Source: an optimization exercise on an open RTL-to-GDS flow (aim: small area). Production flows keep margins and buffers that such runs may drop. Where RTL was checked, it was by simulation tests only, not by an equivalence proof against the original. Function not checked in runs 1 to 4: the RTL went through the layout flow alone. Power is estimated from default activity; no workload was simulated.

--- flow/run.sh ---
#!/bin/bash
export BUFFER_PORTS_ARGS="-buffer_cell sky130_fd_sc_hd__buf_1"
export CTS_ARGS="-sink_clustering_enable -repair_clock_nets -dont_use_dummy_load -buf_list sky130_fd_sc_hd__clkbuf_8"
bash standard.sh > standard.log 2>&1
--- design.v ---
`default_nettype none
package dipsc_pkg;
    localparam int SAMPLE_WIDTH       = 16;
    localparam int GAIN_FRACTION_BITS = 14;
    localparam int GAIN_WIDTH         = 16;
    localparam int ERR_WIDTH   = SAMPLE_WIDTH + 1;
    localparam int LIMIT_WIDTH = SAMPLE_WIDTH - 1;
    localparam int PROD_WIDTH  = ERR_WIDTH + GAIN_WIDTH;
    localparam int FB_WIDTH    = SAMPLE_WIDTH + GAIN_FRACTION_BITS;
    localparam int ACC_WIDTH   = ((PROD_WIDTH > FB_WIDTH) ? PROD_WIDTH : FB_WIDTH) + 2;
    localparam int SHIFT_WIDTH = ACC_WIDTH - GAIN_FRACTION_BITS;
    localparam int CFG_INDEX_WIDTH = 3;
    localparam int CFG_DATA_WIDTH  = (GAIN_WIDTH > SAMPLE_WIDTH) ? GAIN_WIDTH : SAMPLE_WIDTH;
    localparam int IN_FIELDS_WIDTH  = 1 + 2 * SAMPLE_WIDTH;
    localparam int IN_DATA_WIDTH    = ((IN_FIELDS_WIDTH + 7) / 8) * 8;
    localparam int OUT_FIELDS_WIDTH = 2 * SAMPLE_WIDTH + 2 * ERR_WIDTH;
    localparam int OUT_DATA_WIDTH   = ((OUT_FIELDS_WIDTH + 7) / 8) * 8;
    localparam logic [CFG_INDEX_WIDTH-1:0] REG_REFERENCE_SPEED = 3'd0;
    localparam logic [CFG_INDEX_WIDTH-1:0] REG_VOLTAGE_LIMIT   = 3'd1;
    localparam logic [CFG_INDEX_WIDTH-1:0] REG_GAIN_NOW_A      = 3'd2;
    localparam logic [CFG_INDEX_WIDTH-1:0] REG_GAIN_PREV_A     = 3'd3;
    localparam logic [CFG_INDEX_WIDTH-1:0] REG_GAIN_NOW_B      = 3'd4;
    localparam logic [CFG_INDEX_WIDTH-1:0] REG_GAIN_PREV_B     = 3'd5;
    localparam logic signed [SAMPLE_WIDTH-1:0] RESET_REFERENCE_SPEED = 16'sd2560;
    localparam logic        [LIMIT_WIDTH-1:0]  RESET_VOLTAGE_LIMIT   = 15'd3072;
    localparam logic signed [GAIN_WIDTH-1:0]   RESET_GAIN_NOW_A      = 16'sd10476;
    localparam logic signed [GAIN_WIDTH-1:0]   RESET_GAIN_PREV_A     = -16'sd9667;
    localparam logic signed [GAIN_WIDTH-1:0]   RESET_GAIN_NOW_B      = 16'sd10210;
    localparam logic signed [GAIN_WIDTH-1:0]   RESET_GAIN_PREV_B     = -16'sd9421;
endpackage
`default_nettype wire
`default_nettype none
module dual_incremental_pi_speed_control (
    input  wire         aclk,
    input  wire         aresetn,
    input  wire         cfg_wr_en,
    input  wire  [2:0]  cfg_index,
    input  wire  [15:0] cfg_wr_data,
    input  wire         s_tvalid,
    output logic        s_tready,
    input  wire  [39:0] s_tdata,
    output logic        m_tvalid,
    input  wire         m_tready,
    output logic [71:0] m_tdata
);
    logic [15:0] ref_r;
    logic [14:0] lim_r;
    logic [15:0] gna_r, gpa_r, gnb_r, gpb_r;
    logic [15:0] wd0, wd1;
    assign wd0 = cfg_wr_data & {16{aresetn}};
    assign wd1 = cfg_wr_data | {16{~aresetn}};
    function automatic logic [15:0] pick(input logic [15:0] rv,
                                         input logic [15:0] d0,
                                         input logic [15:0] d1);
        pick = (rv & d1) | (~rv & d0);
    endfunction
    logic ld_ref, ld_lim, ld_gna, ld_gpa, ld_gnb, ld_gpb;
    assign ld_ref = ~aresetn | (cfg_wr_en & (cfg_index == 3'd0));
    assign ld_lim = ~aresetn | (cfg_wr_en & (cfg_index == 3'd1));
    assign ld_gna = ~aresetn | (cfg_wr_en & (cfg_index == 3'd2));
    assign ld_gpa = ~aresetn | (cfg_wr_en & (cfg_index == 3'd3));
    assign ld_gnb = ~aresetn | (cfg_wr_en & (cfg_index == 3'd4));
    assign ld_gpb = ~aresetn | (cfg_wr_en & (cfg_index == 3'd5));
    logic [15:0] lim_w;
    assign lim_w = pick(16'd3072, wd0, wd1);
    always_ff @(posedge aclk) begin
        if (ld_ref) ref_r <= pick(16'd2560, wd0, wd1);
        if (ld_lim) lim_r <= lim_w[14:0];
        if (ld_gna) gna_r <= pick(16'd10476, wd0, wd1);
        if (ld_gpa) gpa_r <= pick(16'hDA3D, wd0, wd1);    
        if (ld_gnb) gnb_r <= pick(16'd10210, wd0, wd1);
        if (ld_gpb) gpb_r <= pick(16'hDB33, wd0, wd1);    
    end
    logic [16:0] ea_r, eb_r;
    logic [15:0] ua_r, ub_r;
    logic        en_last, en_cur;
    assign m_tdata = {6'b0, eb_r, ea_r, ub_r, ua_r};
    logic       run;
    logic       wsel;      
    logic [4:0] k;         
    logic       start, st_prod, st_add, st_clamp, finish;
    assign start    = ~run & s_tvalid & (~m_tvalid | m_tready);
    assign st_add   = (k == 5'd17);
    assign st_clamp = (k == 5'd18);
    assign st_prod  = ~st_add & ~st_clamp;
    assign finish   = run & wsel & st_clamp;
    assign s_tready = run & wsel & (k == 5'd16);
    always_ff @(posedge aclk) begin
        if (!aresetn) begin
            run      <= 1'b0;
            m_tvalid <= 1'b0;
            en_last  <= 1'b0;
        end else begin
            if (m_tready) m_tvalid <= 1'b0;
            if (start) run <= 1'b1;
            if (finish) begin
                run      <= 1'b0;
                m_tvalid <= 1'b1;
                en_last  <= en_cur;
            end
        end
    end
    always_ff @(posedge aclk) begin
        if (start) en_cur <= s_tdata[0];
        if (start | st_clamp) wsel <= ~start;
        k <= (start | st_clamp) ? 5'd0 : k + 5'd1;
    end
    logic        ref_bit, spd_bit, sc_in, sc_r, e_bit;
    logic [16:0] e_cur;
    logic [15:0] u_cur, gp, gn;
    always_comb begin
        if (k[4]) begin
            ref_bit = ref_r[15];
            spd_bit = wsel ? s_tdata[32] : s_tdata[16];
        end else begin
            ref_bit = ref_r[k[3:0]];
            spd_bit = wsel ? s_tdata[17 + k[3:0]] : s_tdata[1 + k[3:0]];
        end
    end
    assign sc_in = (k == 5'd0) ? 1'b1 : sc_r;
    assign e_bit = ref_bit ^ ~spd_bit ^ sc_in;
    always_ff @(posedge aclk) begin
        sc_r <= (ref_bit & ~spd_bit) | (ref_bit & sc_in) | (~spd_bit & sc_in);
    end
    assign e_cur = wsel ? eb_r : ea_r;
    assign u_cur = wsel ? ub_r : ua_r;
    assign gp    = wsel ? gpb_r : gpa_r;
    assign gn    = wsel ? gnb_r : gna_r;
    logic [16:0] win;
    logic        clip_r, sgn_r;
    logic [15:0] xa, xb;
    logic        ba, bb, na, nb, ca, cb;
    logic [15:0] ra, rb;
    logic [17:0] s1, s2, hop;
    logic        do_clip;
    assign do_clip = clip_r & en_cur;
    assign xa = st_clamp ? {4'd0, lim_r[14:3]} : gp;
    assign ba = st_clamp ? do_clip : (st_prod & e_cur[0] & en_last);
    assign na = st_clamp ? (do_clip & sgn_r) : (k == 5'd16);
    assign xb = st_add ? {{3{u_cur[15]}}, u_cur[15:3]} : gn;
    assign bb = st_add ? en_last : (st_prod & e_bit);
    assign nb = (k == 5'd16);
    assign ra = (xa & {16{ba}}) ^ {16{na}};
    assign rb = (xb & {16{bb}}) ^ {16{nb}};
    always_comb begin
        ca = 1'b0;
        if (k == 5'd14) ca = u_cur[0] & en_last;
        if (k == 5'd15) ca = u_cur[1] & en_last;
        if (k == 5'd16) ca = u_cur[2] & en_last;
        if (st_clamp)   ca = do_clip & sgn_r & (lim_r[2:0] == 3'd0);
    end
    assign cb  = st_add;
    assign hop = ((k == 5'd0) | st_clamp) ? 18'd0 : {win[16], win};
    logic [17:0] ea_x, eb_x;
    logic [18:0] c1, c2;
    assign ea_x = {{2{ra[15]}}, ra};
    assign eb_x = {{2{rb[15]}}, rb};
    assign c1[0] = ca;
    assign c2[0] = cb;
    for (genvar i = 0; i < 18; i++) begin : g_add
        assign s1[i]   = hop[i] ^ ea_x[i] ^ c1[i];
        assign c1[i+1] = (hop[i] & ea_x[i]) | (hop[i] & c1[i]) | (ea_x[i] & c1[i]);
        assign s2[i]   = s1[i] ^ eb_x[i] ^ c2[i];
        assign c2[i+1] = (s1[i] & eb_x[i]) | (s1[i] & c2[i]) | (eb_x[i] & c2[i]);
    end
    always_ff @(posedge aclk) begin
        win <= s2[17:1];
    end
    logic [19:0] u_pre;
    logic        u_sgn, u_big;
    logic [14:0] u_m;
    logic [15:0] cc;
    assign u_pre = {s2[16:0], u_cur[2:0]};
    assign u_sgn = u_pre[19];
    assign u_big = u_pre[18:15] != {4{u_sgn}};
    assign u_m   = u_pre[14:0] ^ {15{u_sgn}};
    assign cc[0] = u_sgn;
    for (genvar i = 0; i < 15; i++) begin : g_cmp
        assign cc[i+1] = (u_m[i] & ~lim_r[i]) | (u_m[i] & cc[i]) | (~lim_r[i] & cc[i]);
    end
    always_ff @(posedge aclk) begin
        clip_r <= u_big | cc[15];
        sgn_r  <= u_sgn;
    end
    logic [2:0] low3, lneg3;
    assign lneg3 = {lim_r[2] ^ (lim_r[1] | lim_r[0]), lim_r[1] ^ lim_r[0], lim_r[0]};
    assign low3  = do_clip ? (sgn_r ? lneg3 : lim_r[2:0]) : 3'd0;
    logic        ld_u, ld_c;
    logic [2:0]  ld_lo, lo_new;
    logic [15:3] u_new;
    assign ld_c   = run & st_clamp & (do_clip | ~en_cur);
    assign ld_u   = (run & st_add) | ld_c;
    assign ld_lo  = {run & (k == 5'd16), run & (k == 5'd15), run & (k == 5'd14)} | {3{ld_c}};
    assign lo_new = st_clamp ? low3 : {3{s2[0]}};
    assign u_new  = s2[12:0];
    always_ff @(posedge aclk) begin
        if (run & st_prod & ~wsel) ea_r <= {e_bit, ea_r[16:1]};
        if (run & st_prod &  wsel) eb_r <= {e_bit, eb_r[16:1]};
        if (ld_u & ~wsel) ua_r[15:3] <= u_new;
        if (ld_u &  wsel) ub_r[15:3] <= u_new;
        for (int j = 0; j < 3; j++) begin
            if (ld_lo[j] & ~wsel) ua_r[j] <= lo_new[j];
            if (ld_lo[j] &  wsel) ub_r[j] <= lo_new[j];
        end
    end
endmodule
`default_nettype wire
--- config.mk ---
export PLATFORM = sky130hd
export DESIGN_NAME = dual_incremental_pi_speed_control
export DESIGN_NICKNAME = dual_incremental_pi_speed_control
export VERILOG_FILES = /design/flow/design.v
export SDC_FILE = /design/flow/constraint.sdc
export NUM_CORES = 4
export LEC_CHECK = 0
export CAP_MARGIN = 20
export CORE_MARGIN = 2
export CORE_UTILIZATION = 70
export SLEW_MARGIN = 20
--- standard.sh ---
#!/bin/bash
# synth_recipe.tcl (not shown) runs the flow's synth.tcl, then flattens the netlist and writes it again
# the make line also repeats each setting of config.mk as NAME=value (left out here)
make -C /OpenROAD-flow-scripts/flow DESIGN_CONFIG=/design/flow/config.mk WORK_HOME=/design/flow/orfs CLKGATE_MAP_FILE= SYNTH_SCRIPT=/design/flow/synth_recipe.tcl "${@:-finish}"
--- constraint.sdc ---
create_clock -name core_clock -period 20.0 [get_ports {aclk}]
set_input_delay 4.0000 -clock core_clock [delete_from_list [all_inputs] [get_ports {aclk}]]
set_output_delay 4.0000 -clock core_clock [all_outputs]
set_load 0.01 [all_outputs]
==> metrics.md, run 1 <==
| Metric | Value |
|---|---|
| Final Cycle Share | between 70% and 80% |
| Xor and xnor fraction of the mapped netlist area | under 10% |
| Hold Vio Cnt, Final | 0 |
| Register area share after synthesis | 59.2% |
| FILL cells | slightly below 800 |
| CP Max Fanout | 24 |
| Worst setup SP type | input pin |
| Final Max Slew Viols | 0 |
| Vias in the first global route | approximately 5500 |
| Fmax | 62.9 MHz |
| Data required time of the worst path | 20.32 ns |
| Post-synth EDFFs | 163 |
| Routed length per instance | about 21 µm |
| Clock root buffer | clkbuf_8 |
| Clock share of power | between 10 and 15% |
| CP most frequent cell | fa_1 |
| Ys Warns | 1 |
| Mapped Cells | 620 |
| Clk slew on worst S/H paths | ~0.080 ns |
| Crit end category | register |
| RSZ-0062 raised after global routing | false |
| Largest net degree at the start of global routing | 32 |
| Detail Route Antenna Nets | 0 |
| Initial DRC count | 600 |
| Synth Area in Adders | between 8 and 9% |
| Clock Latency Late Sink | 0.48 ns |
| Final net count | roughly 850 |
| Via density | roughly 6.2 |
| Top layer in use | met4 |
| GRT Total Usage | a little under 30% |
| DIE HEIGHT | roughly 120 µm |
| Setup bufs post-CTS | 0 |
| Outcome | complete, no violations |
| I/O pin cnt | approximately 140 |
| PortBufs | 124 |
| Dpl hpwl | between 10000 and 15000 µm |
| Cts hold-fix bufs | 0 |
| Total power divided by cell area | ~130 nW/µm² |
| Area growth, synth to finish | 9.34% |
| Setup TNS Final | 0 ns |
| Clock sink count | 190 |
| Placed cells | approximately 900 |
| Slew headroom | between 30% and 40% |
| Initial Utilization | ~70% |
| Crit Path Class | in -> reg |
| Pre-CTS setup slack | 3.45 ns |
| Mapped cell area | between 9000 and 10000 µm² |
| Post-synthesis compound-gate area fraction | approximately 5% |
| Met1 wire length | between 7000 and 8000 µm |
| Psw | ~510 µW |
| TritonCTS Buffers | 17 |
| Register share of total power | between 40% and 50% |
| Row count | 41 |
| CTS Buffer Depth | 2 |
| Initial antenna violation count | 0 |
| Leakage power | roughly 3.6 nW |
| Post-Layout Cell Count | 916 |
| Fraction of registers with async set/reset | 0% |
| First drt pass iteration count | 5 |
| Largest stage delay, worst path | about 0.66 ns |
| First-pass GRT wire length | around 30000 µm |
| DRC | 0 |
| Final setup margin | around 4 ns |
| Drt total wl | ~20000 µm |
| Final min period | 15.89 ns |
| Share of layout cells above drive strength 1 | under 10% |
| Combinational Power Share | 46.1% |
| Main combinational cell family by area after synthesis | multiplexers |
| Worst Tran Pin Value | 0.965 ns |
| Unique cell type count in the Yosys netlist | 60 |
| Simple-gate portion of the synthesized area | 8.19% |
| Synth Register Bits | between 150 and 200 |
| Final core utilization | 78.9% |
| Max Cap Violations | 0 |
| Arr. time, crit path | ~16 ns |
| Placer Congestion | slightly below 1 |
| Inserted Diodes | 0 |
| VDD IR max | 0.0733 mV |
| GRT overflow | 0 |
| Sw Share | a little under two fifths |
| DR WL met2 | 9300 µm |
| Design Power | between 1 and 1.5 mW |
| Met3 WL | about 2200 µm |
| DIE AREA | 14000 µm² |
| Prevailing post-synth register cell | edfxtp_1 |
| H-tree depth | 4 |
| Clk_skew | approximately 0.047 ns |
| DR vias | 5643 |
| Internal Power | about 840 µW |
| Post-CTS sizing | 0 |
| Hold Path Depth | 0 |
| CTS tree | built |
| Reg2reg path depth | 33 |
| Die X | about 120 µm |
| Floorplan core area | about 13000 µm² |
| Multiplexer area fraction after synthesis | 10.7% |
| Slowest stage cell, crit path | fa_2 |
| Min-delay worst type | reg -> reg |
| Setup violations, final | 0 |
| Syn Area/Cell | approximately 15 µm² |
| Reg2reg setup slack | 6.69 ns |
-- layout make-up --
| cell class | count | area [µm²] | area share (%) |
|---|---|---|---|
| clock buffer | 17 | 234 | 2.33 |
| sequential | 190 | 5440 | 54.2 |
| multi-input combinational | 364 | 3440 | 34.3 |
| timing repair buffer | 140 | 586 | 5.83 |
| tap | 172 | 215 | 2.14 |
| inverter | 33 | 124 | 1.23 |
-- cells by family (layout without fill, tap and decap cells) --
logic type,count (synthesis),after routing
flops,190,190
simple gates,147,147
buf+inv,71,190
compound gates,65,65
mux,56,56
xor+xnor,48,48
fa+ha+maj,42,42
other cells,1,6
-- state kept, by name (all words and copies together) (netlist names) --
signal    cells
ua_r         16
ea_r         17
ub_r         16
eb_r         17
gna_r        16
en_cur        1
ref_r        16
k             5
gpa_r        16
win          17
gpb_r        16
lim_r        15
clip_r        1
gnb_r        16
run           1
m_tvalid      1
sc_r          1
wsel          1
en_last       1
-- metal layers --
| layer | up-vias | global-route usage [%] |
|---|---|---|
| met4 | 0 | 8.48 |
| met3 | 23 | 8.83 |
| li1 | 2495 | - |
| met2 | 313 | 44.0 |
| met5 | - | 0 |
| met1 | 2812 | 43.2 |
-- synth_stat cells, drive strengths merged (4+ instances only) --
master  number  share of area [%]
a211oi      13                1.1
a21oi        8               0.48
a22oi        5               0.41
and2        22                1.5
and3         4               0.27
buf         24                1.8
clkbuf      14               0.57
dfxtp       27                5.9
edfxtp     163                 53
fa          35                7.6
ha           7               0.95
inv         33                1.3
mux2i       22                2.4
mux4        31                7.9
nand2       43                1.8
nand2b      21                1.4
nand3        4               0.27
nand4        5               0.34
nor2        32                1.3
nor2b        4               0.27
o211ai       4               0.33
o21ai        9               0.53
o22ai        8               0.55
xnor2       33                3.1
xor2        15                1.4
-- critical path, delay by kind of cell --
family | cells | cell delay [ns]
compound gates | 3 | 0.69
xor+xnor | 1 | 0.19
fa+ha+maj | 18 | 8.12
buf+inv | 3 | 0.23
mux | 4 | 1.54
simple gates | 5 | 1.43
-- worst paths after layout --
path	startpoint	endpoint
hold / removal	ea_r[15]$_DFFE_PP_	ea_r[14]$_DFFE_PP_
hold reg to reg	ea_r[15]$_DFFE_PP_	ea_r[14]$_DFFE_PP_
setup / recovery	s_tdata[1]	clip_r$_DFF_P_
setup reg to reg	k[0]$_SDFF_PP0_	clip_r$_DFF_P_
-- cells in the final DEF (no fill, tap or decap), drive strengths merged, types with 3 or more instances in the layout --
cell type  synthesis  routed
xnor2             33      33
fa                35      35
mux4              31      31
a22oi              5       5
a21oi              8       8
mux2i             22      22
nor2b              4       4
xor2              15      15
buf               24     140
conb               1       6
nor3b              3       3
mux2               3       3
inv               33      33
and2              22      22
a211oi            13      13
nand4              5       5
o21ai              9       9
edfxtp           163     163
dfxtp             27      27
ha                 7       7
nand2             43      43
nand3              4       4
clkbuf            14      17
nor2              32      32
o211ai             4       4
nand2b            21      21
and3               4       4
o22ai              8       8
-- power by group through the flow --
stage	clock [mW]	sequential, mW	combinational, mW
after floorplan	0	0.539	0.467
after global placement	0	0.548	0.580
after detailed placement	0	0.551	0.605
after CTS	0.189	0.542	0.611
after global routing	0.204	0.546	0.677
final	0.186	0.542	0.622
-- stage by stage --
stage / hold WS [ns] / area [µm²]
after CTS: 0.445 / 10000
after global routing: 0.449 / 10000
after floorplan: 0.484 / 9200
after global placement: 0.427 / 9800
after detailed placement: 0.431 / 9800
final: 0.443 / 10000
==> run 2: changes to the inputs <==
--- a/design.v
+++ b/design.v
@@ -127,6 +127,7 @@
     assign gp    = wsel ? gpb_r : gpa_r;
     assign gn    = wsel ? gnb_r : gna_r;
     logic [16:0] win;
+    logic [2:0]  ext;
     logic        clip_r, sgn_r;
     logic [15:0] xa, xb;
     logic        ba, bb, na, nb, ca, cb;
@@ -134,12 +135,14 @@
     logic [17:0] s1, s2, hop;
     logic        do_clip;
     assign do_clip = clip_r & en_cur;
-    assign xa = st_clamp ? {4'd0, lim_r[14:3]} : gp;
-    assign ba = st_clamp ? do_clip : (st_prod & e_cur[0] & en_last);
+    logic u_s, cmp_n;
+    assign xa = st_add ? {{3{u_cur[15]}}, u_cur[15:3]} :
+                st_clamp ? {4'd0, lim_r[14:3]} : gp;
+    assign ba = st_add ? en_last : st_clamp ? do_clip : (st_prod & e_cur[0] & en_last);
     assign na = st_clamp ? (do_clip & sgn_r) : (k == 5'd16);
-    assign xb = st_add ? {{3{u_cur[15]}}, u_cur[15:3]} : gn;
-    assign bb = st_add ? en_last : (st_prod & e_bit);
-    assign nb = (k == 5'd16);
+    assign xb = st_add ? {4'd0, lim_r[14:3]} : gn;
+    assign bb = st_add | (st_prod & e_bit);
+    assign nb = st_add ? ~u_s : (k == 5'd16);
     assign ra = (xa & {16{ba}}) ^ {16{na}};
     assign rb = (xb & {16{bb}}) ^ {16{nb}};
     always_comb begin
@@ -147,9 +150,10 @@
         if (k == 5'd14) ca = u_cur[0] & en_last;
         if (k == 5'd15) ca = u_cur[1] & en_last;
         if (k == 5'd16) ca = u_cur[2] & en_last;
+        if (st_add)     ca = 1'b1;
         if (st_clamp)   ca = do_clip & sgn_r & (lim_r[2:0] == 3'd0);
     end
-    assign cb  = st_add;
+    assign cb  = st_add & cmp_n;
     assign hop = ((k == 5'd0) | st_clamp) ? 18'd0 : {win[16], win};
     logic [17:0] ea_x, eb_x;
     logic [18:0] c1, c2;
@@ -165,43 +169,29 @@
     end
     always_ff @(posedge aclk) begin
         win <= s2[17:1];
+        ext <= {s2[0], ext[2:1]};
     end
-    logic [19:0] u_pre;
-    logic        u_sgn, u_big;
-    logic [14:0] u_m;
-    logic [15:0] cc;
-    assign u_pre = {s2[16:0], u_cur[2:0]};
-    assign u_sgn = u_pre[19];
-    assign u_big = u_pre[18:15] != {4{u_sgn}};
-    assign u_m   = u_pre[14:0] ^ {15{u_sgn}};
-    assign cc[0] = u_sgn;
-    for (genvar i = 0; i < 15; i++) begin : g_cmp
-        assign cc[i+1] = (u_m[i] & ~lim_r[i]) | (u_m[i] & cc[i]) | (~lim_r[i] & cc[i]);
-    end
+    logic [2:0] lx;
+    assign u_s   = s1[17];
+    assign lx    = lim_r[2:0] ^ {3{~u_s}};
+    assign cmp_n = (ext[2] & lx[2]) | ((ext[2] | lx[2]) &
+                   ((ext[1] & lx[1]) | ((ext[1] | lx[1]) & ext[0] & lx[0])));
     always_ff @(posedge aclk) begin
-        clip_r <= u_big | cc[15];
-        sgn_r  <= u_sgn;
+        clip_r <= ~(s2[17] ^ u_s);
+        sgn_r  <= u_s;
     end
     logic [2:0] low3, lneg3;
     assign lneg3 = {lim_r[2] ^ (lim_r[1] | lim_r[0]), lim_r[1] ^ lim_r[0], lim_r[0]};
     assign low3  = do_clip ? (sgn_r ? lneg3 : lim_r[2:0]) : 3'd0;
-    logic        ld_u, ld_c;
-    logic [2:0]  ld_lo, lo_new;
-    logic [15:3] u_new;
-    assign ld_c   = run & st_clamp & (do_clip | ~en_cur);
-    assign ld_u   = (run & st_add) | ld_c;
-    assign ld_lo  = {run & (k == 5'd16), run & (k == 5'd15), run & (k == 5'd14)} | {3{ld_c}};
-    assign lo_new = st_clamp ? low3 : {3{s2[0]}};
-    assign u_new  = s2[12:0];
+    logic        ld_u;
+    logic [15:0] u_new;
+    assign ld_u  = run & (st_add | (st_clamp & (do_clip | ~en_cur)));
+    assign u_new = {s1[12:0], st_add ? ext : low3};
     always_ff @(posedge aclk) begin
         if (run & st_prod & ~wsel) ea_r <= {e_bit, ea_r[16:1]};
         if (run & st_prod &  wsel) eb_r <= {e_bit, eb_r[16:1]};
-        if (ld_u & ~wsel) ua_r[15:3] <= u_new;
-        if (ld_u &  wsel) ub_r[15:3] <= u_new;
-        for (int j = 0; j < 3; j++) begin
-            if (ld_lo[j] & ~wsel) ua_r[j] <= lo_new[j];
-            if (ld_lo[j] &  wsel) ub_r[j] <= lo_new[j];
-        end
+        if (ld_u & ~wsel) ua_r <= u_new;
+        if (ld_u &  wsel) ub_r <= u_new;
     end
 endmodule
 `default_nettype wire
==> metrics.md, run 2 <==
| Metric | Value |
|---|---|
| Outcome | complete, no violations (unchanged) |
| DIE AREA | 14000 µm² (about the same) |
| Final Instance Area | 10000 µm² (about the same) |
| Regs by FF count | ea_r: 17 flops, eb_r: 17 flops, win: 17 flops (unchanged) |
| H-tree depth | 4 (unchanged) |
| I/O pin cnt | 138 (unchanged) |
| PortBufs | 124 (unchanged) |
| Crit end category | register (unchanged) |
| GRT overflow | 0 (unchanged) |
| Crit Path Class | reg -> reg (was in -> reg) |
| Hold Crit Start | ext[2]$_DFF_P_ (was ea_r[15]$_DFFE_PP_) |
| RSZ-0062 raised after global routing | false (unchanged) |
| Top delay family on crit path | adder cells (unchanged) |
| Clock root buffer | clkbuf_8 (unchanged) |
| Top layer in use | met4 (unchanged) |
| Area share of the largest cell type after synthesis | 53.4% (was 53.3%) |
| Dpl hpwl | 13100 µm (was 14200 µm) |
| Reg2reg start | k[1]$_SDFF_PP0_ (was k[0]$_SDFF_PP0_) |
| Fmax | 52.4 MHz (was 62.9 MHz) |
| WHS | 0.413 ns (was 0.443 ns) |
| Via density | 5.86 (was 6.16) |
| Vias in the first global route | 5496 (was 5473) |
| Slowest stage cell, crit path | dfxtp_1 (was fa_2) |
| CP Max Fanout | 16 (was 24) |
| Setup violations, final | 0 (unchanged) |
| Worst path bufs/invs | 5 (was 3) |
| Share of layout cells above drive strength 1 | 9.66% (was 9.54%) |
| DR WL met2 | 8780 µm (was 9300 µm) |
| Initial antenna violation count | 0 (unchanged) |
| Leakage power | 3.62 nW (was 3.56 nW) |
| Final Cycle Share | 95.5% (was 79.5%) |
| DR vias | 5437 (was 5643) |
| TritonCTS Buffers | 17 (unchanged) |
| Row count | 41 (unchanged) |
| Post-synth top cells | edfxtp_1 (163), mux2i_1 (56), nor2_1 (49) (was edfxtp_1 (163), nand2_1 (43), fa_1 (35)) |
| Final Max Slew Viols | 0 (unchanged) |
| First drt pass iteration count | 5 (unchanged) |
| Clock Latency Late Sink | 0.46 ns (was 0.48 ns) |
| Most area-hungry cell type in the Yosys netlist | edfxtp_1 (unchanged) |
| VDD IR max | 0.0645 mV (was 0.0733 mV) |
| CTS tree | built (unchanged) |
| Inserted Diodes | 0 (unchanged) |
| Mapped Cells | 631 (was 620) |
| Detail Route Antenna Nets | 0 (unchanged) |
| Initial DRC count | 558 (was 600) |
| Placer Congestion | 0.807 (was 0.984) |
| Die X | 118 µm (was 119 µm) |
| Synth Register Bits | 194 (was 190) |
| Clk_skew | 0.0399 ns (was 0.0468 ns) |
| DRC | 0 (unchanged) |
| Data required time of the worst path | 20.31 ns (was 20.32 ns) |
| Total power divided by cell area | 103 nW/µm² (was 135 nW/µm²) |
| Area growth, synth to finish | 9.10% (was 9.34%) |
| Syn Area/Cell | 14.5 µm² (was 14.8 µm²) |
| Mapped cell area | 9170 µm² (was 9180 µm²) |
| Final min period | 19.09 ns (was 15.89 ns) |
| Drt total wl | 17900 µm (was 19700 µm) |
| Final net count | 864 (was 852) |
| CTS Buffer Depth | 2 (unchanged) |
| DIE HEIGHT | 118 µm (was 119 µm) |
| First-pass GRT wire length | 28600 µm (was 30200 µm) |
| CP most frequent cell | fa_1 (unchanged) |
| Commonest non-fill, non-tap cell in the layout | edfxtp_1 (unchanged) |
| Clock sink count | 194 (was 190) |
| Initial Utilization | 72.1% (was 72.2%) |
| Met3 WL | 1280 µm (was 2160 µm) |
| Register area share after synthesis | 60.2% (was 59.2%) |
| Most frequent cells in the layout | edfxtp_1 (163), buf_1 (124), mux2i_1 (56), nor2_1 (49), fa_1 (35) (was edfxtp_1 (163), buf_1 (124), nand2_1 (43), fa_1 (34), xnor2_1 (33)) |
| Most common cell in the netlist | edfxtp_1 (unchanged) |
| Post-CTS sizing | 0 (unchanged) |
| Largest net degree at the start of global routing | 42 (was 32) |
| Storage element area | 5520 µm² (was 5440 µm²) |
| FILL cells | 765 (was 788) |
| Multi-input gate area | 3390 µm² (was 3440 µm²) |
| Unique cell type count in the Yosys netlist | 59 (was 60) |
| Dominant cells by area after synthesis | edfxtp_1 (53%), fa_1 (7.6%), dfxtp_1 (6.8%) (was edfxtp_1 (53%), fa_1 (7.6%), dfxtp_1 (5.9%)) |
| Largest stage delay, worst path | 0.77 ns (was 0.66 ns) |
| Worst Tran Pin Value | 1.07 ns (was 0.965 ns) |
| Slew headroom | 28.5% (was 35.6%) |
| Placed instance area | 9770 µm² (was 9800 µm²) |
| Post-synth EDFFs | 163 (unchanged) |
| Clk slew on worst S/H paths | 0.08 ns (about the same) |
| Setup bufs post-CTS | 0 (unchanged) |
| Prevailing post-synth register cell | edfxtp_1 (unchanged) |
| Arr. time, crit path | 19.40 ns (was 16.22 ns) |
| Met1 wire length | 7560 µm (was 7960 µm) |
| Min-delay worst type | reg -> reg (unchanged) |
| Ys Warns | 1 (unchanged) |
| Floorplan core area | 12700 µm² (unchanged) |
| GRT Total Usage | 27.0% (was 29.5%) |
| Hold Vio Cnt, Final | 0 (unchanged) |
| Cts hold-fix bufs | 0 (unchanged) |
| Worst setup SP type | register (was input pin) |
| Routed length per instance | 19.3 µm (was 21.5 µm) |
| CP startpoint | k[1]$_SDFF_PP0_ (was s_tdata[1]) |
| Max Cap Violations | 0 (unchanged) |
| Fraction of registers with async set/reset | 0% (unchanged) |
| Setup TNS Final | 0 ns (unchanged) |
[run 2: cell count changes after synthesis, moves of 13 or more]
cell,previous run,this run
mux2i_1,22,56
nor2b_1,4,18
o21ai_0,5,26
mux4_2,23,9
nor2_1,31,49
xor2_1,15,2
nand2_1,43,28
inv_1,30,13
[run 2: layer usage]
| layer | GRT usage (%) | vias to the layer above |
|---|---|---|
| li1 | - | 2495 |
| met1 | 37.6 | 2690 |
| met2 | 44.0 | 224 |
| met3 | 5.31 | 28 |
| met4 | 8.26 | 0 |
| met5 | 0 | - |
[run 2: cell type report]
cell class	instances	share of cell area (%)
clock buffers	17	2.34
inverters	14	0.525
multi-input cells	390	33.9
flip-flops and latches	194	55.1
well taps	172	2.15
repair buffers	141	5.93
[run 2: cell families (layout without fill, tap and decap cells)]
logic type               count (synthesis)  in the layout  synth area share (%)
flip-flops                             194            194                  60.2
other                                    1              6                0.0409
multiplexers                            68             68                  8.69
AO/OA/AOI/OAI                           80             80                  6.29
XOR/XNOR                                37             37                  3.70
adder cells (fa/ha/maj)                 42             42                  8.60
AND/OR/NAND/NOR                        157            157                  9.12
buffers and inverters                   52            172                  3.41
[run 2: per-stage QoR]
step | power [mW] | std cells | worst slack (ns) | util, %
final | 1.03 | 928 | 0.909 | 78.6
after global routing | 1.09 | 928 | 0.0643 | 78.6
after CTS | 1.04 | 928 | 0.783 | 78.6
after detailed placement | 0.857 | 911 | 0.843 | 76.8
after global placement | 0.834 | 911 | 1.08 | 76.8
after floorplan | 0.778 | 636 | 2.19 | -
[run 2: path summary, 6_finish.rpt]
path,slack (ns),cells past startpoint,end
worst max-delay path,0.91,50,win[16]$_DFF_P_
worst max register to register,0.91,50,win[16]$_DFF_P_
worst min register to register,0.41,0,ext[1]$_DFF_P_
worst min-delay path,0.41,0,ext[1]$_DFF_P_
[run 2: power by group]
part / total [mW] / switching (mW) / leakage (nW) / internal (mW)
Sequential: 0.531 / 0.0263 / 1.82 / 0.504
Combinational: 0.315 / 0.179 / 1.68 / 0.135
Clock: 0.187 / 0.112 / 0.122 / 0.0753
==> run 3: changes to the inputs <==
--- a/design.v
+++ b/design.v
@@ -74,6 +74,7 @@
     logic [16:0] ea_r, eb_r;
     logic [15:0] ua_r, ub_r;
     logic        en_last, en_cur;
+    assign en_cur = s_tdata[0];
     assign m_tdata = {6'b0, eb_r, ea_r, ub_r, ua_r};
     logic       run;
     logic       wsel;      
@@ -84,7 +85,7 @@
     assign st_clamp = (k == 5'd18);
     assign st_prod  = ~st_add & ~st_clamp;
     assign finish   = run & wsel & st_clamp;
-    assign s_tready = run & wsel & (k == 5'd16);
+    assign s_tready = finish;
     always_ff @(posedge aclk) begin
         if (!aresetn) begin
             run      <= 1'b0;
@@ -101,13 +102,12 @@
         end
     end
     always_ff @(posedge aclk) begin
-        if (start) en_cur <= s_tdata[0];
         if (start | st_clamp) wsel <= ~start;
         k <= (start | st_clamp) ? 5'd0 : k + 5'd1;
     end
     logic        ref_bit, spd_bit, sc_in, sc_r, e_bit;
     logic [16:0] e_cur;
-    logic [15:0] u_cur, gp, gn;
+    logic [15:0] u_cur;
     always_comb begin
         if (k[4]) begin
             ref_bit = ref_r[15];
@@ -124,27 +124,34 @@
     end
     assign e_cur = wsel ? eb_r : ea_r;
     assign u_cur = wsel ? ub_r : ua_r;
-    assign gp    = wsel ? gpb_r : gpa_r;
-    assign gn    = wsel ? gnb_r : gna_r;
     logic [16:0] win;
     logic [2:0]  ext;
     logic        clip_r, sgn_r;
-    logic [15:0] xa, xb;
     logic        ba, bb, na, nb, ca, cb;
     logic [15:0] ra, rb;
     logic [17:0] s1, s2, hop;
     logic        do_clip;
     assign do_clip = clip_r & en_cur;
+    logic ga_a, ga_b, ga_l, ga_ua, ga_ub, gb_a, gb_b, gb_l;
     logic u_s, cmp_n;
-    assign xa = st_add ? {{3{u_cur[15]}}, u_cur[15:3]} :
-                st_clamp ? {4'd0, lim_r[14:3]} : gp;
-    assign ba = st_add ? en_last : st_clamp ? do_clip : (st_prod & e_cur[0] & en_last);
+    assign ba    = st_prod & e_cur[0] & en_last;
+    assign bb    = st_prod & e_bit;
+    assign ga_a  = ba & ~wsel;
+    assign ga_b  = ba &  wsel;
+    assign ga_l  = st_clamp & do_clip;
+    assign ga_ua = st_add & en_last & ~wsel;
+    assign ga_ub = st_add & en_last &  wsel;
+    assign gb_a  = bb & ~wsel;
+    assign gb_b  = bb &  wsel;
+    assign gb_l  = st_add;
     assign na = st_clamp ? (do_clip & sgn_r) : (k == 5'd16);
-    assign xb = st_add ? {4'd0, lim_r[14:3]} : gn;
-    assign bb = st_add | (st_prod & e_bit);
     assign nb = st_add ? ~u_s : (k == 5'd16);
-    assign ra = (xa & {16{ba}}) ^ {16{na}};
-    assign rb = (xb & {16{bb}}) ^ {16{nb}};
+    assign ra = ((gpa_r & {16{ga_a}}) | (gpb_r & {16{ga_b}}) |
+                 ({4'd0, lim_r[14:3]} & {16{ga_l}}) |
+                 ({{3{ua_r[15]}}, ua_r[15:3]} & {16{ga_ua}}) |
+                 ({{3{ub_r[15]}}, ub_r[15:3]} & {16{ga_ub}})) ^ {16{na}};
+    assign rb = ((gna_r & {16{gb_a}}) | (gnb_r & {16{gb_b}}) |
+                 ({4'd0, lim_r[14:3]} & {16{gb_l}})) ^ {16{nb}};
     always_comb begin
         ca = 1'b0;
         if (k == 5'd14) ca = u_cur[0] & en_last;
==> metrics.md, run 3 <==
| Metric | Value |
|---|---|
| Outcome | complete, no violations (unchanged) |
| CP startpoint | s_tdata[0] (was k[1]$_SDFF_PP0_) |
| Dominant cells by area after synthesis | edfxtp_1 (55%), fa_1 (7.9%), dfxtp_1 (7.0%) (was edfxtp_1 (53%), fa_1 (7.6%), dfxtp_1 (6.8%)) |
| Clock Latency Late Sink | 0.45 ns (was 0.46 ns) |
| Row count | 41 (unchanged) |
| Reg2reg path depth | 49 (was 50) |
| Largest stage delay, worst path | 0.47 ns (was 0.77 ns) |
| Reg2reg setup slack | 2.41 ns (was 0.91 ns) |
| CTS tree | built (unchanged) |
| CTS Buffer Depth | 2 (unchanged) |
| Clock sink count | 193 (was 194) |
| Hold Vio Cnt, Final | 0 (unchanged) |
| Post-synth top cells | edfxtp_1 (162), fa_1 (35), dfxtp_1 (31) (was edfxtp_1 (163), mux2i_1 (56), nor2_1 (49)) |
| Total power divided by cell area | 108 nW/µm² (was 103 nW/µm²) |
| Mapped Cells | 566 (was 631) |
| CP most frequent cell | fa_2 (was fa_1) |
| Register share of total power | 49.4% (was 51.4%) |
| Share of layout cells above drive strength 1 | 17.1% (was 9.66%) |
| GRT overflow | 0 (unchanged) |
| Final Max Slew Viols | 0 (unchanged) |
| Largest net degree at the start of global routing | 42 (unchanged) |
| Hold Crit Start | ext[2]$_DFF_P_ (unchanged) |
| First-pass GRT wire length | 28000 µm (was 28600 µm) |
| Die X | 116 µm (was 118 µm) |
| Initial Utilization | 70.8% (was 72.1%) |
| Initial DRC count | 482 (was 558) |
| Prevailing post-synth register cell | edfxtp_1 (unchanged) |
| DRC | 0 (unchanged) |
| Crit end category | register (unchanged) |
| TritonCTS Buffers | 17 (unchanged) |
| First drt pass iteration count | 6 (was 5) |
| Psw | 335 µW (was 317 µW) |
| DIE HEIGHT | 116 µm (was 118 µm) |
| CP Max Fanout | 4 (was 16) |
| CP Capture Point | win[16]$_DFF_P_ (unchanged) |
| Dpl hpwl | 13400 µm (was 13100 µm) |
| H-tree depth | 4 (unchanged) |
| Via density | 5.90 (was 5.86) |
| Worst setup SP type | input pin (was register) |
| Final core utilization | 79.5% (was 78.6%) |
| Inserted Diodes | 0 (unchanged) |
| PortBufs | 124 (unchanged) |
| CP Depth | 46 (was 50) |
| Clock root buffer | clkbuf_8 (unchanged) |
| Data required time of the worst path | 20.32 ns (was 20.31 ns) |
| Design Power | 1.07 mW (was 1.03 mW) |
| Placed instance area | 9630 µm² (was 9770 µm²) |
| Placer Congestion | 0.838 (was 0.807) |
| Clock share of power | 17.3% (was 18.1%) |
| GRT Total Usage | 28.9% (was 27.0%) |
| Sw Share | 31.3% (was 30.7%) |
| Slowest stage cell, crit path | fa_1 (was dfxtp_1) |
| Floorplan core area | 12500 µm² (was 12700 µm²) |
| Regs by FF count | ea_r: 17 flops, eb_r: 17 flops, win: 17 flops (unchanged) |
| Drt total wl | 18300 µm (was 17900 µm) |
| Max Cap Violations | 0 (unchanged) |
| Final Cycle Share | 97.3% (was 95.5%) |
| Top delay family on crit path | adder cells (unchanged) |
| Most common cell in the netlist | edfxtp_1 (unchanged) |
| Slew headroom | 34.3% (was 28.5%) |
| Routed length per instance | 20.9 µm (was 19.3 µm) |
| Post-Layout Cell Count | 874 (was 928) |
| Combinational Power Share | 33.2% (was 30.5%) |
| Fraction of registers with async set/reset | 0% (unchanged) |
| Reg2reg start | k[0]$_SDFF_PP0_ (was k[1]$_SDFF_PP0_) |
| Final net count | 810 (was 864) |
| Worst path bufs/invs | 3 (was 5) |
| Clk_skew | 0.0229 ns (was 0.0399 ns) |
| Clk slew on worst S/H paths | 0.08 ns (about the same) |
| Internal Power | 735 µW (was 715 µW) |
| DIE AREA | 13500 µm² (was 14000 µm²) |
| Min-delay worst type | reg -> reg (unchanged) |
| Syn Area/Cell | 15.6 µm² (was 14.5 µm²) |
| Register area share after synthesis | 62.1% (was 60.2%) |
| Placed cells | 856 (was 911) |
| Final Instance Area | 9910 µm² (was 10000 µm²) |
| Mapped cell area | 8830 µm² (was 9170 µm²) |
| Setup TNS Final | 0 ns (unchanged) |
| Ys Warns | 1 (unchanged) |
| Most area-hungry cell type in the Yosys netlist | edfxtp_1 (unchanged) |
| DR vias | 5159 (was 5437) |
| Synth Register Bits | 193 (was 194) |
| Leakage power | 3.44 nW (was 3.62 nW) |
| Vias in the first global route | 5125 (was 5496) |
| Worst Tran Pin Value | 0.985 ns (was 1.07 ns) |
| VDD IR max | 0.0669 mV (was 0.0645 mV) |
| Unique cell type count in the Yosys netlist | 49 (was 59) |
| Setup violations, final | 0 (unchanged) |
| Arr. time, crit path | 19.77 ns (was 19.40 ns) |
| I/O pin cnt | 138 (unchanged) |
| Area growth, synth to finish | 12.3% (was 9.10%) |
| Initial antenna violation count | 0 (unchanged) |
| Final min period | 19.46 ns (was 19.09 ns) |
| Fmax | 51.4 MHz (was 52.4 MHz) |
| Most frequent cells in the layout | edfxtp_1 (162), buf_1 (124), dfxtp_1 (31) (was edfxtp_1 (163), buf_1 (124), mux2i_1 (56), nor2_1 (49), fa_1 (35)) |
| Commonest non-fill, non-tap cell in the layout | edfxtp_1 (unchanged) |
| Area share of the largest cell type after synthesis | 55.1% (was 53.4%) |
| Post-synth EDFFs | 162 (was 163) |
| Cts hold-fix bufs | 0 (unchanged) |
| Detail Route Antenna Nets | 0 (unchanged) |
| Reg-to-reg critical path endpoint | win[16]$_DFF_P_ (unchanged) |
| Crit Path Class | in -> reg (was reg -> reg) |
[run 3: cell types whose count changed in the layout (fill, tap and decap cells not counted), sizes merged, moves of 12 or more]
cell | before | now
xor2 | 2 | 15
xnor2 | 35 | 23
a221oi | 1 | 29
mux2i | 56 | 30
o21ai | 40 | 11
a211oi | 16 | 0
nor2 | 49 | 18
[run 3: cell type report]
type                    instances  area [µm²]
clock buffers                  17         234
fillers                       712        2550
inverters                      17        63.8
multi-input cells             325        3250
flip-flops and latches        193        5490
well taps                     172         215
repair buffers                150         661
[run 3: power groups by stage]
stage / clock [mW] / combinational, mW / sequential, mW
2_1_floorplan: 0 / 0.250 / 0.529
3_3_place_gp: 0 / 0.327 / 0.534
3_5_place_dp: 0 / 0.350 / 0.537
4_1_cts: 0.188 / 0.356 / 0.528
5_1_grt: 0.203 / 0.396 / 0.533
6_report: 0.186 / 0.356 / 0.529
[run 3: worst min path at each step]
stage / depth (start not counted) / to / slack (ns)
floorplan: 0 / ext[1]$_DFF_P_ / 0.36
global placement: 0 / ext[0]$_DFF_P_ / 0.38
detailed placement: 0 / ext[1]$_DFF_P_ / 0.39
CTS: 0 / ext[1]$_DFF_P_ / 0.37
global route: 0 / ext[1]$_DFF_P_ / 0.38
finish: 0 / ext[1]$_DFF_P_ / 0.37
[run 3: layer usage]
metal / vias up / wire [µm] / global-route usage (%)
li1: 2346 / - / -
met3: 28 / 1250 / 6.59
met1: 2562 / 8090 / 41.9
met2: 223 / 8540 / 43.9
met4: 0 / 379 / 10.3
met5: - / 0 / 0
[run 3: through the flow]
step                      hold WS [ns]  setup slack (ns)
after floorplan                  0.364           0.00484
after global placement           0.377            -0.638
after detailed placement         0.386            -0.724
after CTS                        0.367            0.0481
after global routing             0.381           -0.0108
final                            0.371             0.544
[run 3: worst register-to-register path, delay by kind of cell, from the launching register on]
family,cells,cell delay (ns)
adder cells (fa/ha/maj),35,14.13
AND/OR/NAND/NOR,1,0.27
buffers and inverters,5,0.80
AO/OA/AOI/OAI,5,1.27
XOR/XNOR,3,0.72
flip-flops,1,0.30
[run 3: kinds of logic after synthesis]
kind of cell / synth area share [%]
xor gates and xnor gates: 4.04
AOI/OAI and AO/OA: 7.84
muxes: 6.33
adders and majority gates: 8.93
DFF: 62.1
other: 0.0425
and+or+nand+nor: 7.81
buffers and inverters: 2.90
[run 3: timing repair]
item | in CTS | in global routing
resized for setup | 6 | 10
setup endpoints to repair | 3 | 3
endpoints found under the hold margin | 0 | 0
gates cloned | 0 | 0
pin swaps | 2 | 2
setup buffers | 0 | 1
==> run 4: changes to the inputs <==
--- a/design.v
+++ b/design.v
@@ -74,7 +74,6 @@
     logic [16:0] ea_r, eb_r;
     logic [15:0] ua_r, ub_r;
     logic        en_last, en_cur;
-    assign en_cur = s_tdata[0];
     assign m_tdata = {6'b0, eb_r, ea_r, ub_r, ua_r};
     logic       run;
     logic       wsel;      
@@ -85,7 +84,7 @@
     assign st_clamp = (k == 5'd18);
     assign st_prod  = ~st_add & ~st_clamp;
     assign finish   = run & wsel & st_clamp;
-    assign s_tready = finish;
+    assign s_tready = run & wsel & (k == 5'd16);
     always_ff @(posedge aclk) begin
         if (!aresetn) begin
             run      <= 1'b0;
@@ -102,6 +101,7 @@
         end
     end
     always_ff @(posedge aclk) begin
+        if (start) en_cur <= s_tdata[0];
         if (start | st_clamp) wsel <= ~start;
         k <= (start | st_clamp) ? 5'd0 : k + 5'd1;
     end
@@ -132,35 +132,31 @@
     logic [17:0] s1, s2, hop;
     logic        do_clip;
     assign do_clip = clip_r & en_cur;
-    logic ga_a, ga_b, ga_l, ga_ua, ga_ub, gb_a, gb_b, gb_l;
-    logic u_s, cmp_n;
+    logic ga_a, ga_b, ga_l, gb_a, gb_b, gb_ua, gb_ub;
     assign ba    = st_prod & e_cur[0] & en_last;
     assign bb    = st_prod & e_bit;
     assign ga_a  = ba & ~wsel;
     assign ga_b  = ba &  wsel;
     assign ga_l  = st_clamp & do_clip;
-    assign ga_ua = st_add & en_last & ~wsel;
-    assign ga_ub = st_add & en_last &  wsel;
     assign gb_a  = bb & ~wsel;
     assign gb_b  = bb &  wsel;
-    assign gb_l  = st_add;
+    assign gb_ua = st_add & en_last & ~wsel;
+    assign gb_ub = st_add & en_last &  wsel;
     assign na = st_clamp ? (do_clip & sgn_r) : (k == 5'd16);
-    assign nb = st_add ? ~u_s : (k == 5'd16);
+    assign nb = (k == 5'd16);
     assign ra = ((gpa_r & {16{ga_a}}) | (gpb_r & {16{ga_b}}) |
-                 ({4'd0, lim_r[14:3]} & {16{ga_l}}) |
-                 ({{3{ua_r[15]}}, ua_r[15:3]} & {16{ga_ua}}) |
-                 ({{3{ub_r[15]}}, ub_r[15:3]} & {16{ga_ub}})) ^ {16{na}};
+                 ({4'd0, lim_r[14:3]} & {16{ga_l}})) ^ {16{na}};
     assign rb = ((gna_r & {16{gb_a}}) | (gnb_r & {16{gb_b}}) |
-                 ({4'd0, lim_r[14:3]} & {16{gb_l}})) ^ {16{nb}};
+                 ({{3{ua_r[15]}}, ua_r[15:3]} & {16{gb_ua}}) |
+                 ({{3{ub_r[15]}}, ub_r[15:3]} & {16{gb_ub}})) ^ {16{nb}};
     always_comb begin
         ca = 1'b0;
         if (k == 5'd14) ca = u_cur[0] & en_last;
         if (k == 5'd15) ca = u_cur[1] & en_last;
         if (k == 5'd16) ca = u_cur[2] & en_last;
-        if (st_add)     ca = 1'b1;
         if (st_clamp)   ca = do_clip & sgn_r & (lim_r[2:0] == 3'd0);
     end
-    assign cb  = st_add & cmp_n;
+    assign cb  = st_add;
     assign hop = ((k == 5'd0) | st_clamp) ? 18'd0 : {win[16], win};
     logic [17:0] ea_x, eb_x;
     logic [18:0] c1, c2;
@@ -178,14 +174,21 @@
         win <= s2[17:1];
         ext <= {s2[0], ext[2:1]};
     end
-    logic [2:0] lx;
-    assign u_s   = s1[17];
-    assign lx    = lim_r[2:0] ^ {3{~u_s}};
-    assign cmp_n = (ext[2] & lx[2]) | ((ext[2] | lx[2]) &
-                   ((ext[1] & lx[1]) | ((ext[1] | lx[1]) & ext[0] & lx[0])));
-    always_ff @(posedge aclk) begin
-        clip_r <= ~(s2[17] ^ u_s);
-        sgn_r  <= u_s;
+    logic [19:0] u_pre;
+    logic        u_sgn, u_big;
+    logic [14:0] u_m;
+    logic [15:0] cc;
+    assign u_pre = {s2[16:0], ext};
+    assign u_sgn = u_pre[19];
+    assign u_big = u_pre[18:15] != {4{u_sgn}};
+    assign u_m   = u_pre[14:0] ^ {15{u_sgn}};
+    assign cc[0] = u_sgn;
+    for (genvar i = 0; i < 15; i++) begin : g_cmp
+        assign cc[i+1] = (u_m[i] & ~lim_r[i]) | (u_m[i] & cc[i]) | (~lim_r[i] & cc[i]);
+    end
+    always_ff @(posedge aclk) begin
+        clip_r <= u_big | cc[15];
+        sgn_r  <= u_sgn;
     end
     logic [2:0] low3, lneg3;
     assign lneg3 = {lim_r[2] ^ (lim_r[1] | lim_r[0]), lim_r[1] ^ lim_r[0], lim_r[0]};
@@ -193,7 +196,7 @@
     logic        ld_u;
     logic [15:0] u_new;
     assign ld_u  = run & (st_add | (st_clamp & (do_clip | ~en_cur)));
-    assign u_new = {s1[12:0], st_add ? ext : low3};
+    assign u_new = {s2[12:0], st_add ? ext : low3};
     always_ff @(posedge aclk) begin
         if (run & st_prod & ~wsel) ea_r <= {e_bit, ea_r[16:1]};
         if (run & st_prod &  wsel) eb_r <= {e_bit, eb_r[16:1]};
==> metrics.md, run 4 <==
| Metric | Value |
|---|---|
| Most common cell in the netlist | edfxtp_1 (unchanged) |
| Mapped Cells | 578 (was 566) |
| Post-synth EDFFs | 163 (was 162) |
| Floorplan core area | 12500 µm² (about the same) |
| Via density | 6.02 (was 5.90) |
| Dominant cells by area after synthesis | edfxtp_1 (55%), fa_1 (7.9%), dfxtp_1 (6.8%) (was edfxtp_1 (55%), fa_1 (7.9%), dfxtp_1 (7.0%)) |
| Commonest non-fill, non-tap cell in the layout | edfxtp_1 (unchanged) |
| Dpl hpwl | 13300 µm (was 13400 µm) |
| Ys Warns | 1 (unchanged) |
| Hold Path End | ext[0]$_DFF_P_ (was ext[1]$_DFF_P_) |
| Drt total wl | 17900 µm (was 18300 µm) |
| Post-CTS sizing | 0 (was 6) |
| Slew headroom | 24.3% (was 34.3%) |
| CP most frequent cell | fa_1 (was fa_2) |
| Placer Congestion | 0.859 (was 0.838) |
| Final net count | 816 (was 810) |
| Setup violations, final | 0 (unchanged) |
| Row count | 41 (unchanged) |
| Regs by FF count | ea_r: 17 flops, eb_r: 17 flops, win: 17 flops (unchanged) |
| Data required time of the worst path | 20.36 ns (was 20.32 ns) |
| CTS tree | built (unchanged) |
| Crit end category | register (unchanged) |
| Vias in the first global route | 4841 (was 5125) |
| Pre-CTS setup slack | 3.80 ns (was -0.724 ns) |
| Detail Route Antenna Nets | 0 (unchanged) |
| TritonCTS Buffers | 17 (unchanged) |
| Die X | 117 µm (was 116 µm) |
| Worst setup SP type | input pin (unchanged) |
| Leakage power | 3.40 nW (was 3.44 nW) |
| CTS Buffer Depth | 2 (unchanged) |
| Crit Path Class | in -> reg (unchanged) |
| Register area share after synthesis | 61.8% (was 62.1%) |
| Reg2reg start | wsel$_DFFE_PP_ (was k[0]$_SDFF_PP0_) |
| Clk_skew | 0.0295 ns (was 0.0229 ns) |
| Largest net degree at the start of global routing | 42 (unchanged) |
| Hold Crit Start | ext[1]$_DFF_P_ (was ext[2]$_DFF_P_) |
| Setup TNS Final | 0 ns (unchanged) |
| Min-delay worst type | reg -> reg (unchanged) |
| Unique cell type count in the Yosys netlist | 56 (was 49) |
| Final min period | 15.72 ns (was 19.46 ns) |
| Share of layout cells above drive strength 1 | 10.3% (was 17.1%) |
| Post-synth top cells | edfxtp_1 (163), fa_1 (35), nand2_1 (34) (was edfxtp_1 (162), fa_1 (35), dfxtp_1 (31)) |
| Hold Vio Cnt, Final | 0 (unchanged) |
| Slowest stage cell, crit path | fa_1 (unchanged) |
| Final Cycle Share | 78.6% (was 97.3%) |
| Cts hold-fix bufs | 0 (unchanged) |
| Initial Utilization | 71.0% (was 70.8%) |
| Clock Latency Late Sink | 0.46 ns (was 0.45 ns) |
| Arr. time, crit path | 16.08 ns (was 19.77 ns) |
| Outcome | complete, no violations (unchanged) |
| Mapped cell area | 8890 µm² (was 8830 µm²) |
| Max Cap Violations | 0 (unchanged) |
| Final setup margin | 4.28 ns (was 0.544 ns) |
| Routed length per instance | 20.3 µm (was 20.9 µm) |
| Syn Area/Cell | 15.4 µm² (was 15.6 µm²) |
| Most area-hungry cell type in the Yosys netlist | edfxtp_1 (unchanged) |
| Inserted Diodes | 0 (unchanged) |
| Total power divided by cell area | 139 nW/µm² (was 108 nW/µm²) |
| DIE HEIGHT | 117 µm (was 116 µm) |
| Hold Path Depth | 0 (unchanged) |
| Clock sink count | 193 (unchanged) |
| GRT Total Usage | 27.5% (was 28.9%) |
| Most frequent cells in the layout | edfxtp_1 (163), buf_1 (124), fa_1 (35), nand2_1 (34), dfxtp_1 (30) (was edfxtp_1 (162), buf_1 (124), dfxtp_1 (31)) |
| DIE AREA | 13600 µm² (was 13500 µm²) |
| H-tree depth | 4 (unchanged) |
| Area share of the largest cell type after synthesis | 55.1% (about the same) |
| Largest stage delay, worst path | 0.75 ns (was 0.47 ns) |
| Fmax | 63.6 MHz (was 51.4 MHz) |
| RSZ-0062 raised after global routing | false |
| First-pass GRT wire length | 26500 µm (was 28000 µm) |
| First drt pass iteration count | 7 (was 6) |
| PortBufs | 124 (unchanged) |
| I/O pin cnt | 138 (unchanged) |
| VDD IR max | 0.0781 mV (was 0.0669 mV) |
| Setup bufs post-CTS | 0 (unchanged) |
| Final Max Slew Viols | 0 (unchanged) |
| Initial antenna violation count | 0 (unchanged) |
| CP Max Fanout | 19 (was 4) |
| DRC | 0 (unchanged) |
| Clk slew on worst S/H paths | 0.08 ns (about the same) |
| Reg-to-reg critical path endpoint | clip_r$_DFF_P_ (was win[16]$_DFF_P_) |
| Initial DRC count | 591 (was 482) |
| Reg2reg path depth | 33 (was 49) |
| Area growth, synth to finish | 10.2% (was 12.3%) |
| Worst Tran Pin Value | 1.13 ns (was 0.985 ns) |
| Synth Register Bits | 193 (unchanged) |
| DR vias | 5301 (was 5159) |
| GRT overflow | 0 (unchanged) |
| Clock root buffer | clkbuf_8 (unchanged) |
| Prevailing post-synth register cell | edfxtp_1 (unchanged) |
| Reg2reg setup slack | 6.69 ns (was 2.41 ns) |
| Fraction of registers with async set/reset | 0% (unchanged) |
## run 4: cell types whose count changed in the layout (fill, tap and decap cells not counted), moves of 13 or more
cell / delta
a222oi_1: +13
a22o_1: +13
fa_1: +30
fa_2: -30
mux2i_1: -21
nand2_1: +16
nor2b_1: -14
xor2_1: +14
## run 4: where the power goes
| group | switching [mW] | internal [mW] | total [mW] | leakage, nW |
|---|---|---|---|---|
| combinational | 0.366 | 0.261 | 0.626 | 1.47 |
| sequential | 0.0300 | 0.525 | 0.555 | 1.81 |
| clock | 0.109 | 0.0751 | 0.184 | 0.122 |
## run 4: kinds of logic (layout without fill, tap and decap cells)
| family | after synthesis | in the layout | synth area share [%] |
|---|---|---|---|
| adder cells (fa/ha/maj) | 42 | 42 | 8.87 |
| AO/OA/AOI/OAI | 91 | 91 | 8.85 |
| buffers and inverters | 61 | 186 | 3.49 |
| flip-flops | 193 | 193 | 61.8 |
| XOR/XNOR | 50 | 50 | 5.08 |
| other | 1 | 6 | 0.0422 |
| multiplexers | 24 | 24 | 4.56 |
| AND/OR/NAND/NOR | 116 | 116 | 7.30 |
## run 4: worst max path at each step
stage	from	end	slack (ns)
2_1_floorplan	s_tdata[18]	clip_r$_DFF_P_	4.93
3_3_place_gp	s_tdata[18]	clip_r$_DFF_P_	3.86
3_5_place_dp	s_tdata[20]	clip_r$_DFF_P_	3.80
4_1_cts	s_tdata[20]	clip_r$_DFF_P_	4.27
5_1_grt	s_tdata[20]	clip_r$_DFF_P_	3.88
6_report	s_tdata[18]	clip_r$_DFF_P_	4.28
## run 4: layout make-up
cell class | instances | area, µm²
clock buffers | 17 | 234
repair buffers | 140 | 586
fillers | 770 | 2720
flip-flops and latches | 193 | 5500
well taps | 172 | 215
inverters | 29 | 109
multi-input cells | 329 | 3160
## run 4: worst max-delay path: cells and delay by family
family | cells | cell delay, ns
xor gates and xnor gates | 2 | 0.47
adders and majority gates | 18 | 8.49
and+or+nand+nor | 3 | 0.39
muxes | 2 | 0.62
buffers and inverters | 3 | 0.38
AOI/OAI and AO/OA | 5 | 1.69
## run 4: per-layer routing
layer	wire, µm	vias up	GRT usage (%)
li1	-	2398	-
met1	7820	2613	42.7
met2	8040	264	38.8
met3	1710	26	6.80
met4	282	0	9.33
met5	0	-	0
## run 4: per-stage QoR
step	cell area [µm²]	util [%]	hold slack [ns]	std cells	power, mW
after detailed placement	9550	76.3	0.377	863	1.17
after global routing	9800	78.3	0.401	880	1.45
after CTS	9780	78.1	0.380	880	1.36
after floorplan	8910	-	0.362	583	1.04
final	9800	78.3	0.384	880	1.37
after global placement	9540	76.2	0.373	863	1.15
==> run 5: changes to the inputs <==
--- a/design.v
+++ b/design.v
@@ -74,6 +74,7 @@
     logic [16:0] ea_r, eb_r;
     logic [15:0] ua_r, ub_r;
     logic        en_last, en_cur;
+    assign en_cur = s_tdata[0];
     assign m_tdata = {6'b0, eb_r, ea_r, ub_r, ua_r};
     logic       run;
     logic       wsel;      
@@ -84,7 +85,7 @@
     assign st_clamp = (k == 5'd18);
     assign st_prod  = ~st_add & ~st_clamp;
     assign finish   = run & wsel & st_clamp;
-    assign s_tready = run & wsel & (k == 5'd16);
+    assign s_tready = finish;
     always_ff @(posedge aclk) begin
         if (!aresetn) begin
             run      <= 1'b0;
@@ -101,7 +102,6 @@
         end
     end
     always_ff @(posedge aclk) begin
-        if (start) en_cur <= s_tdata[0];
         if (start | st_clamp) wsel <= ~start;
         k <= (start | st_clamp) ? 5'd0 : k + 5'd1;
     end
--- a/config.mk
+++ b/config.mk
@@ -8,4 +8,6 @@
 export CAP_MARGIN = 20
 export CORE_MARGIN = 2
 export CORE_UTILIZATION = 70
+export GPL_ROUTABILITY_DRIVEN = 0
 export SLEW_MARGIN = 20
+export TNS_END_PERCENT = 0
==> metrics.md, run 5 <==
| Metric | Value |
|---|---|
| Outcome | complete, no violations (unchanged) |
| Most frequent cells in the layout | edfxtp_1 (162), buf_1 (124), fa_1 (35), inv_1 (32), nand2_1 (31) (was edfxtp_1 (163), buf_1 (124), fa_1 (35), nand2_1 (34), dfxtp_1 (30)) |
| Reg2reg setup slack | 6.45 ns (was 6.69 ns) |
| Setup violations, final | 0 (unchanged) |
| Routed length per instance | 20.8 µm (was 20.3 µm) |
| Multi-input gate area | 3120 µm² (was 3160 µm²) |
| Initial antenna violation count | 0 (unchanged) |
| Pre-CTS setup slack | 3.33 ns (was 3.80 ns) |
| Commonest non-fill, non-tap cell in the layout | edfxtp_1 (unchanged) |
| Detail Route Antenna Nets | 0 (unchanged) |
| CP most frequent cell | fa_1 (unchanged) |
| CP Max Fanout | 21 (was 19) |
| Synth Register Bits | 192 (was 193) |
| Xor and xnor fraction of the mapped netlist area | 4.84% (was 5.08%) |
| Reg-to-reg critical path endpoint | clip_r$_DFF_P_ (unchanged) |
| Clock root buffer | clkbuf_8 (unchanged) |
| Die X | 117 µm (about the same) |
| Clock sink count | 192 (was 193) |
| Prevailing post-synth register cell | edfxtp_1 (unchanged) |
| PortBufs | 124 (unchanged) |
| VDD IR max | 0.0885 mV (was 0.0781 mV) |
| Data required time of the worst path | 20.31 ns (was 20.36 ns) |
| Inserted Diodes | 0 (unchanged) |
| DR vias | 5371 (was 5301) |
| Worst Tran Pin Value | 1.07 ns (was 1.13 ns) |
| Design Power | 1.35 mW (was 1.37 mW) |
| Top delay family on crit path | adder cells (unchanged) |
| I/O pin cnt | 138 (unchanged) |
| Share of layout cells above drive strength 1 | 8.39% (was 10.3%) |
| M1 GR Usage | 41.2% (was 42.7%) |
| Row count | 41 (unchanged) |
| Clock Latency Late Sink | 0.47 ns (was 0.46 ns) |
| Synth Area in Adders | 9.12% (was 8.87%) |
| Area growth, synth to finish | 9.70% (was 10.2%) |
| GR Util met2 | 42.1% (was 38.8%) |
| Initial DRC count | 507 (was 591) |
| Post-synth EDFFs | 162 (was 163) |
| Crit Path Class | in -> reg (unchanged) |
| Clk_skew | 0.0365 ns (was 0.0295 ns) |
| First drt pass iteration count | 6 (was 7) |
| DIE AREA | 13600 µm² (about the same) |
| Via density | 6.06 (was 6.02) |
| Worst path bufs/invs | 3 (unchanged) |
| Storage element area | 5470 µm² (was 5500 µm²) |
| Hold Path Depth | 0 (unchanged) |
| Mapped cell area | 8860 µm² (was 8890 µm²) |
| Setup bufs post-CTS | 0 (unchanged) |
| Final setup margin | 3.79 ns (was 4.28 ns) |
| Fraction of registers with async set/reset | 0% (unchanged) |
| CTS tree | built (unchanged) |
| Most common cell in the netlist | edfxtp_1 (unchanged) |
| Total power divided by cell area | 139 nW/µm² (about the same) |
| Hold Path End | ext[1]$_DFF_P_ (was ext[0]$_DFF_P_) |
| Final net count | 823 (was 816) |
| RSZ-0062 raised after global routing | false (unchanged) |
| Floorplan core area | 12500 µm² (about the same) |
| Unique cell type count in the Yosys netlist | 61 (was 56) |
| Post-CTS sizing | 0 (unchanged) |
| GRT overflow | 0 (unchanged) |
| GRT Total Usage | 28.2% (was 27.5%) |
| Hold Vio Cnt, Final | 0 (unchanged) |
| Final Cycle Share | 81.0% (was 78.6%) |
| Most area-hungry cell type in the Yosys netlist | edfxtp_1 (unchanged) |
| Simple-gate portion of the synthesized area | 7.50% (was 7.30%) |
| Largest net degree at the start of global routing | 42 (unchanged) |
| TritonCTS Buffers | 17 (unchanged) |
| Register area share after synthesis | 61.7% (was 61.8%) |
| DIE HEIGHT | 117 µm (about the same) |
| Reg2reg start | k[0]$_SDFF_PP0_ (was wsel$_DFFE_PP_) |
| GR Util met3 | 7.84% (was 6.80%) |
| H-tree depth | 4 (unchanged) |
| DRC | 0 (unchanged) |
| Slew headroom | 28.5% (was 24.3%) |
| Cts hold-fix bufs | 0 (unchanged) |
| Max Cap Violations | 0 (unchanged) |
| GRT Max-Usage Layer | met2 (was met1) |
| Final min period | 16.21 ns (was 15.72 ns) |
| Main combinational cell family by area after synthesis | adder cells (unchanged) |
| First-pass GRT wire length | 27300 µm (was 26500 µm) |
| Hold Crit Start | ext[2]$_DFF_P_ (was ext[1]$_DFF_P_) |
| Arr. time, crit path | 16.52 ns (was 16.08 ns) |
| Initial Utilization | 71.1% (was 71.0%) |
| Post-synthesis compound-gate area fraction | 8.46% (was 8.85%) |
| Slowest stage cell, crit path | fa_1 (unchanged) |
| Post-synth top cells | edfxtp_1 (162), fa_1 (35), inv_1 (32) (was edfxtp_1 (163), fa_1 (35), nand2_1 (34)) |
| Min-delay worst type | reg -> reg (unchanged) |
| Crit end category | register (unchanged) |
| Setup TNS Final | 0 ns (unchanged) |
| Reg2reg path depth | 33 (unchanged) |
| Mapped Cells | 592 (was 578) |
| Regs by FF count | ea_r: 17 flops, eb_r: 17 flops, win: 17 flops (unchanged) |
| Fmax | 61.7 MHz (was 63.6 MHz) |
| Vias in the first global route | 5107 (was 4841) |
| Dominant cells by area after synthesis | edfxtp_1 (55%), fa_1 (7.9%), dfxtp_1 (6.8%) (unchanged) |
| Drt total wl | 18500 µm (was 17900 µm) |
| Largest stage delay, worst path | 0.84 ns (was 0.75 ns) |
| CTS Buffer Depth | 2 (unchanged) |
| Syn Area/Cell | 15.0 µm² (was 15.4 µm²) |
| Multiplexer area fraction after synthesis | 4.71% (was 4.56%) |
| Worst setup SP type | input pin (unchanged) |
| Clk slew on worst S/H paths | 0.08 ns (about the same) |
| Dpl hpwl | 14000 µm (was 13300 µm) |
| Final Max Slew Viols | 0 (unchanged) |
| Leakage power | 3.42 nW (was 3.40 nW) |
| FILL cells | 763 (was 770) |
| Area share of the largest cell type after synthesis | 54.9% (was 55.1%) |
| Ys Warns | 1 (unchanged) |
run 5: per-layer routing:
metal / part of all wire, % / up-vias
met2: 45 / 309
met3: 11 / 30
met1: 42 / 2612
met5: 0 / -
li1: - / 2420
met4: 2.1 / 0
run 5: cell families (layout without fill, tap and decap cells):
group,count (synthesis),after routing
AO/OA/AOI/OAI,91,91
XOR/XNOR,49,49
adder cells (fa/ha/maj),44,44
buffers and inverters,70,188
flip-flops,192,192
multiplexers,24,24
other,1,6
AND/OR/NAND/NOR,121,121
run 5: per-stage QoR:
step	instance area, µm²	utilization, %	std cells	hold slack [ns]
global placement	9480	76.1	869	0.381
CTS	9720	78.0	887	0.404
floorplan	8880	-	597	0.362
detailed placement	9490	76.1	870	0.389
global route	9720	78.0	887	0.415
finish	9720	78.0	887	0.403
run 5: layout make-up:
class                           count  share of cell area [%]
Clock buffer                       17                    2.41
Inverter                           34                    1.31
Multi-Input combinational cell    335                    32.1
Sequential cell                   192                    56.2
Tap cell                          172                    2.21
Timing Repair Buffer              137                    5.79
run 5: worst max path at each step:
stage	start	end	slack, ns	cells after the start
floorplan	s_tdata[30]	clip_r$_DFF_P_	4.58	32
global placement	s_tdata[32]	clip_r$_DFF_P_	3.41	32
detailed placement	s_tdata[32]	clip_r$_DFF_P_	3.33	32
CTS	s_tdata[32]	clip_r$_DFF_P_	3.79	32
global route	s_tdata[19]	clip_r$_DFF_P_	3.39	34
finish	s_tdata[32]	clip_r$_DFF_P_	3.79	32
run 5: report_power, final:
group / internal (mW) / switching (mW)
registers: 0.521 / 0.0307
logic: 0.262 / 0.354
clock network: 0.0752 / 0.111

Setup slack of run 5, layout unchanged: 3.792 ns with ideal ports, 3.801 ns with driving cells assumed (clock clkbuf_16, inputs buf_2), 3.322 ns with port delays also shifted by the 0.479 ns mid clock arrival.
